From an optimization exercise on the open Yosys and OpenROAD flow, aimed at small area; shortcuts taken in it are not production practice.
The RTL was checked by simulation tests, not by an equivalence proof against the original design.
Power and IR drop assume default switching activity.

// riscvTop
module riscvTop (
    input  logic        clk,
    input  logic        rst,
    input  logic [31:0] mem_rdata,
    input  logic        mem_ready,
    output logic [14:0] mem_addr,
    output logic [31:0] mem_wdata,
    output logic        mem_we,
    output logic        mem_strobe
);
export LEC_CHECK = 0
export ABC_AREA = 1
export CAP_MARGIN = 0
export CORE_MARGIN = 2
export CORE_UTILIZATION = 40
export CTS_BUF_LIST = sky130_fd_sc_hd__clkbuf_8
export CTS_CLUSTER_SIZE = 30
export SLEW_MARGIN = 0
create_clock -name core_clock -period 6.0 [get_ports {clk}]
standard.sh (not shown) runs the stock make flow with config.mk's settings and CLKGATE_MAP_FILE= SYNTH_SCRIPT=/design/flow/synth_recipe.tcl, a recipe that flattens the netlist after the stock synthesis.
==> flow/flow/run.sh <==
#!/bin/bash
# The standard layout (standard.sh), with two changes:
# - synthesis maps the logic with an area-oriented ABC script (flow/abc_area.script,
#   used through ABC_AREA=1 in config.mk); registers are mapped exactly as before;
# - every input and output port gets the smallest buffer, sky130_fd_sc_hd__buf_1.
set -euo pipefail
rm -rf myscripts
cp -r "$FLOW_HOME/scripts" myscripts
cp flow/abc_area.script myscripts/abc_area.script
export SCRIPTS_DIR="$PWD/myscripts"
export BUFFER_PORTS_ARGS="-buffer_cell sky130_fd_sc_hd__buf_1"
export CTS_ARGS="-sink_clustering_enable -repair_clock_nets -buf_list sky130_fd_sc_hd__clkbuf_8 -sink_clustering_size 30 -dont_use_dummy_load"
bash standard.sh > standard_flow.log 2>&1
==> flow/flow/abc_area.script <==
strash
&get -n
&st
&deepsyn -T 10
&put
dch -f
amap -F 10
topo
Rerun with:
--- a/flow/flow/run.sh
+++ b/flow/flow/run.sh
@@ -10,4 +10,3 @@
 export SCRIPTS_DIR="$PWD/myscripts"
 export BUFFER_PORTS_ARGS="-buffer_cell sky130_fd_sc_hd__buf_1"
-export CTS_ARGS="-sink_clustering_enable -repair_clock_nets -buf_list sky130_fd_sc_hd__clkbuf_8 -sink_clustering_size 30 -dont_use_dummy_load"
 bash standard.sh > standard_flow.log 2>&1
Setup slack gets better by 0.030 ns.
Synthesized area is unchanged.
Design area rises by 1.6%.
Utilization rises by 0.76 points.
Power rose by 3.6%.
Die area stays the same.
Wire length rose by 0.43%.

Another version of the RTL of riscvTop (not shown whole).
Size in the first run: about 470 cells after synthesis, roughly 84 I/O pins, ~0.0040 sq mm of cells after synthesis.
Settings: LEC_CHECK=0, ABC_AREA=1, CAP_MARGIN=0, CORE_MARGIN=2, CORE_UTILIZATION=40, CTS_BUF_LIST=sky130_fd_sc_hd__clkbuf_8, CTS_CLUSTER_SIZE=30, SLEW_MARGIN=0; clock period 6.0 ns.
==> flow/flow/run.sh <==
#!/bin/bash
# The standard layout (standard.sh), with two changes:
# - synthesis maps the logic with an area-oriented ABC script (flow/abc_area.script,
#   used through ABC_AREA=1 in config.mk); registers are mapped exactly as before;
# - every input and output port gets the smallest buffer, sky130_fd_sc_hd__buf_1.
set -euo pipefail
rm -rf myscripts
cp -r "$FLOW_HOME/scripts" myscripts
cp flow/abc_area.script myscripts/abc_area.script
export SCRIPTS_DIR="$PWD/myscripts"
export BUFFER_PORTS_ARGS="-buffer_cell sky130_fd_sc_hd__buf_1"
export CTS_ARGS="-sink_clustering_enable -repair_clock_nets -buf_list sky130_fd_sc_hd__clkbuf_8 -sink_clustering_size 30 -sink_clustering_max_diameter 200 -sink_buffer_max_cap_derate 1.0"
bash standard.sh > standard_flow.log 2>&1
==> flow/flow/abc_area.script <==
strash
&get -n
&st
&deepsyn -T 10
&put
dch -f
amap
topo
The first run went through all stages and came out clean.
Edit:
==> flow/flow/run.sh (replaced) <==
#!/bin/bash
# Standard layout, but with the smallest buffer on every input and output port.
set -euo pipefail
export BUFFER_PORTS_ARGS="-buffer_cell sky130_fd_sc_hd__buf_1"
bash standard.sh > standard_flow.log 2>&1
CTS_CLUSTER_SIZE = 20   (was 30)
removed: flow/flow/abc_area.script
Result:
- setup slack gets better by 1100 ps
- hold slack improves by 10 ps
- register-to-register slack gets better by 1500 ps
- via count is higher by 15%
- maximum frequency increases by about 30%
- count of clock-buffer cells in the layout is unchanged
- die area rises by 13%
Edit:
==> flow/flow/run.sh (replaced) <==
#!/bin/bash
# The standard layout (standard.sh), with two changes:
# - synthesis maps the logic with an area-oriented ABC script (flow/abc_area.script,
#   used through ABC_AREA=1 in config.mk); registers are mapped exactly as before;
# - every input and output port gets the smallest buffer, sky130_fd_sc_hd__buf_1.
set -euo pipefail
rm -rf myscripts
cp -r "$FLOW_HOME/scripts" myscripts
cp flow/abc_area.script myscripts/abc_area.script
export SCRIPTS_DIR="$PWD/myscripts"
export BUFFER_PORTS_ARGS="-buffer_cell sky130_fd_sc_hd__buf_1"
export CTS_ARGS="-sink_clustering_enable -repair_clock_nets -buf_list sky130_fd_sc_hd__clkbuf_4 -root_buf sky130_fd_sc_hd__clkbuf_8 -sink_clustering_size 12 -sink_clustering_max_diameter 60"
bash standard.sh > standard_flow.log 2>&1
==> flow/flow/abc_area.script (new file) <==
strash
&get -n
&st
&deepsyn -T 10
&put
dch -f
amap
topo
CTS_CLUSTER_SIZE = 30   (was 20)
The changed run finished with timing, DRC and antenna clean.
Maximum frequency shrinks by 23%.
Area after synthesis shrinks by 12%.
Utilization grows by 2.1 points.
Power barely changes.
Setup slack is worse by 1100 ps.
Register-to-register slack is worse by 1500 ps.
Worst hold slack is worse by 11 ps.
Clock skew barely changes.
Die area shrinks by 12%.
Clock power shrinks by 31%.
Critical path depth grows by 11.
Edit:
==> flow/flow/run.sh (replaced) <==
#!/bin/bash
# Standard layout, but with the smallest buffer on every input and output port.
set -euo pipefail
export BUFFER_PORTS_ARGS="-buffer_cell sky130_fd_sc_hd__buf_1"
bash standard.sh > standard_flow.log 2>&1
ABC_AREA = not set   (was 1)
CAP_MARGIN = 20   (was 0)
CTS_CLUSTER_SIZE = not set   (was 30)
SLEW_MARGIN = 20   (was 0)
removed: flow/flow/abc_area.script
=>
- via count went up by 7.9%
- register-to-register slack improves by 900 ps
- first-iteration DRC count rises by 34%
- worst setup slack is better by 520 ps
- wire length goes up by 10%
- sequential power rose by about 1%
- critical path depth falls by 11
- cell count rises by 3.0%
- cell area rises by 9.8%
- core utilization fell by 2.7 points
- fmax increases by 13%

-- what the ideal ports hide --
In the flow no input, the clock included, has a driving cell. The finished layouts below were timed again as built, in two steps. Step 1: set_driving_cell puts a clkbuf_16 on clk and a buf_2 on each other input, an assumption about the parent block. Step 2 times the ports against the registers' clock, not the clock port: input delays grow and output delays shrink by t, the midpoint of the rising clock arrivals with the driver on. Slacks: ideal ports / drivers / drivers and shift; pairs: ideal ports / drivers.
| run | t (ns) | setup WS [ns] | worst register clock-pin slew, ns |
|---|---|---|---|
| the first run of note 1 | 0.375 | 1.764 / 1.764 / 1.764 | 0.10 / 0.10 |
| the second run of note 1 | 0.390 | 1.794 / 1.794 / 1.794 | 0.10 / 0.10 |
| the first run of note 2 | 0.377 | 1.402 / 1.402 / 1.402 | 0.08 / 0.08 |
| the second run of note 2 | 0.407 | 2.459 / 2.426 / 2.833 | 0.09 / 0.09 |
| the third run of note 2 | 0.378 | 1.391 / 1.391 / 1.391 | 0.08 / 0.08 |
| the fourth run of note 2 | 0.389 | 1.907 / 1.874 / 2.086 | 0.10 / 0.10 |
After both steps setup and hold are still met in every run listed.
